This is an optimization exercise on Yosys and OpenROAD, whose aim is small area, a short achievable clock period and few clock cycles per item, not a production implementation.
In this exercise RTL edits were held to simulation tests only and were not proved equivalent to the original.

==> flow/design.v (excerpt) <==
module rotation_matrix_to_quaternion (
    input  wire logic                         i_clk,
    input  wire logic                         i_rst_n,
    input  wire logic                         i_valid,
    output logic                              o_stall,
    input  wire logic signed [rmq_pkg::DW-1:0] i_m00,
    input  wire logic signed [rmq_pkg::DW-1:0] i_m01,
    input  wire logic signed [rmq_pkg::DW-1:0] i_m02,
    input  wire logic signed [rmq_pkg::DW-1:0] i_m10,
    input  wire logic signed [rmq_pkg::DW-1:0] i_m11,
    input  wire logic signed [rmq_pkg::DW-1:0] i_m12,
    input  wire logic signed [rmq_pkg::DW-1:0] i_m20,
    input  wire logic signed [rmq_pkg::DW-1:0] i_m21,
    input  wire logic signed [rmq_pkg::DW-1:0] i_m22,
    output logic                              o_valid,
    input  wire logic                         i_stall,
    output logic signed [rmq_pkg::DW-1:0]     o_quat_w,
    output logic signed [rmq_pkg::DW-1:0]     o_quat_x,
    output logic signed [rmq_pkg::DW-1:0]     o_quat_y,
    output logic signed [rmq_pkg::DW-1:0]     o_quat_z,
    output logic [1:0]                        o_branch_used,
    output logic                              o_div_fault
);
For scale: ~12000 cells after synthesis, ~1500 flip-flops, roughly 220 I/O pins.
Settings: LEC_CHECK=0, ABC_AREA=1, ABC_CLOCK_PERIOD_IN_PS=4500, CAP_MARGIN=20, CORE_MARGIN=2, CORE_UTILIZATION=40, SETUP_SLACK_MARGIN=2.5, SLEW_MARGIN=20; clock period 7.5 ns.
run.sh (not shown) runs the stock make flow with config.mk's settings and CLKGATE_MAP_FILE= SYNTH_SCRIPT=/design/flow/synth_recipe.tcl, a recipe that flattens the netlist after the stock synthesis.
The first run completed with no timing, DRC or antenna violations.
Testbench counts at the start, summed over its fixed seeds: cycles 4,136, items 4,000.
Then changed:
ABC_CLOCK_PERIOD_IN_PS = not set   (was 4500)
SETUP_SLACK_MARGIN = 3.0   (was 2.5)
TNS_END_PERCENT = 10   (was not set)
Effect:
- global-route usage grows by 0.29 points
- critical path depth decreases by 18


## P
rotation_matrix_to_quaternion again, from the RTL that the note above started with.
Settings: LEC_CHECK=0, ABC_AREA=1, CAP_MARGIN=20, CORE_MARGIN=2, CORE_UTILIZATION=48, SETUP_SLACK_MARGIN=3.0, SLEW_MARGIN=20, TNS_END_PERCENT=10; clock period 7.5 ns.
P closes out successfully: all stages finished, all timing, DRC and antenna checks passed.
Testbench counts of P, summed over its fixed seeds: cycles 4,136, items 4,000.
Input changes introduced in Q (baseline for comparison: P):
- clearing TNS_END_PERCENT, which used to be 10
- putting CTS_BUF_LIST at sky130_fd_sc_hd__clkbuf_8 where nothing was set
- swapping 48 for 55 in CORE_UTILIZATION
- swapping 3.0 for 3.5 in SETUP_SLACK_MARGIN
Notes after the runs:
Diff P -> Q | placed instance count | down by a few percent. Changes observed in Q relative to P: multi-input logic portion of the cell area grew by 1.9 points, met3 wirelength from detailed routing grew by 12,000 um. Changes observed in Q relative to P: number of signal-net buffers in the layout moved up; via count went up by 12%; number of antenna violations at the first check in global routing fell by 8; arrival time at the worst endpoint went up by 2.33 ns. Q has less setup slack than P.


rotation_matrix_to_quaternion again, from the RTL that the note above started with.
==> flow/design.v (excerpt) <==
module rotation_matrix_to_quaternion (
    input  wire logic                         i_clk,
    input  wire logic                         i_rst_n,
    input  wire logic                         i_valid,
    output logic                              o_stall,
    input  wire logic signed [rmq_pkg::DW-1:0] i_m00,
    input  wire logic signed [rmq_pkg::DW-1:0] i_m01,
    input  wire logic signed [rmq_pkg::DW-1:0] i_m02,
    input  wire logic signed [rmq_pkg::DW-1:0] i_m10,
    input  wire logic signed [rmq_pkg::DW-1:0] i_m11,
    input  wire logic signed [rmq_pkg::DW-1:0] i_m12,
    input  wire logic signed [rmq_pkg::DW-1:0] i_m20,
    input  wire logic signed [rmq_pkg::DW-1:0] i_m21,
    input  wire logic signed [rmq_pkg::DW-1:0] i_m22,
    output logic                              o_valid,
    input  wire logic                         i_stall,
    output logic signed [rmq_pkg::DW-1:0]     o_quat_w,
    output logic signed [rmq_pkg::DW-1:0]     o_quat_x,
    output logic signed [rmq_pkg::DW-1:0]     o_quat_y,
    output logic signed [rmq_pkg::DW-1:0]     o_quat_z,
    output logic [1:0]                        o_branch_used,
    output logic                              o_div_fault
);
==> flow/config.mk <==
export PLATFORM = sky130hd
export DESIGN_NAME = rotation_matrix_to_quaternion
export DESIGN_NICKNAME = rotation_matrix_to_quaternion
export VERILOG_FILES = /design/flow/design.v
export SDC_FILE = /design/flow/constraint.sdc
export NUM_CORES = 4
export LEC_CHECK = 0
export ABC_AREA = 1
export ABC_CLOCK_PERIOD_IN_PS = 4000
export CAP_MARGIN = 20
export CORE_MARGIN = 2
export CORE_UTILIZATION = 40
export SETUP_SLACK_MARGIN = 2.8
export SLEW_MARGIN = 20
export TNS_END_PERCENT = 10
==> flow/constraint.sdc <==
create_clock -name core_clock -period 7.5 [get_ports {i_clk}]
set_input_delay 1.5000 -clock core_clock [delete_from_list [all_inputs] [get_ports {i_clk}]]
set_output_delay 1.5000 -clock core_clock [all_outputs]
set_load 0.01 [all_outputs]
Testbench counts at the start, summed over its fixed seeds: cycles 4,136, items 4,000.
Edit:
- ABC_CLOCK_PERIOD_IN_PS: 4000 -> unset
- CTS_BUF_LIST: unset -> sky130_fd_sc_hd__clkbuf_8
- SETUP_SLACK_MARGIN: 2.8 -> 3.0
The new run ran to the end with no violations.
Sequential share of layout area goes down by 0.70 points.
Non-clock buffer count goes up by 189.
Wire length goes up by 2.2%.
Utilization goes up by 0.88 points.
Clock skew goes up by 22 ps.
Final area goes up by 1.9%.

==> separate check: timing with driven ports <==
The flow's constraints put no driver on any port. The routed layouts listed below were extracted and timed again, unchanged, in two steps.
Step 1 assumes that a clkbuf_16 drives the clock port and a buf_2 every other input.
Step 2 moves the port delays by t, midway between the first and last clock arrival at a register: inputs arrive t later, outputs are due t later. That takes back most of the time a late clock gives input paths.
Slacks: no drivers / after step 1 / after step 2; pairs: no drivers / after step 1.
run	t (ns)	slack for setup (ns)	worst setup path after step 2	latest minus earliest clock arrival (ns)
the first run of note 1	0.927	2.665 / 2.665 / 2.161	input to register	0.096 / 0.097
the second run of note 1	0.930	2.921 / 2.890 / 2.271	input to register	0.095 / 0.095
P	0.908	2.937 / 2.911 / 2.201	input to register	0.040 / 0.040
Q	1.097	2.887 / 2.887 / 2.581	input to register	0.117 / 0.117
the first run of note 3	0.927	2.767 / 2.767 / 2.163	input to register	0.099 / 0.099
the second run of note 3	1.044	2.994 / 2.962 / 2.184	input to register	0.123 / 0.123
After both steps setup and hold are still met in every run listed. For the second run of note 3, which loses most, drivers alone change the setup slack by -0.032 ns; drivers and shift together by -0.810 ns.
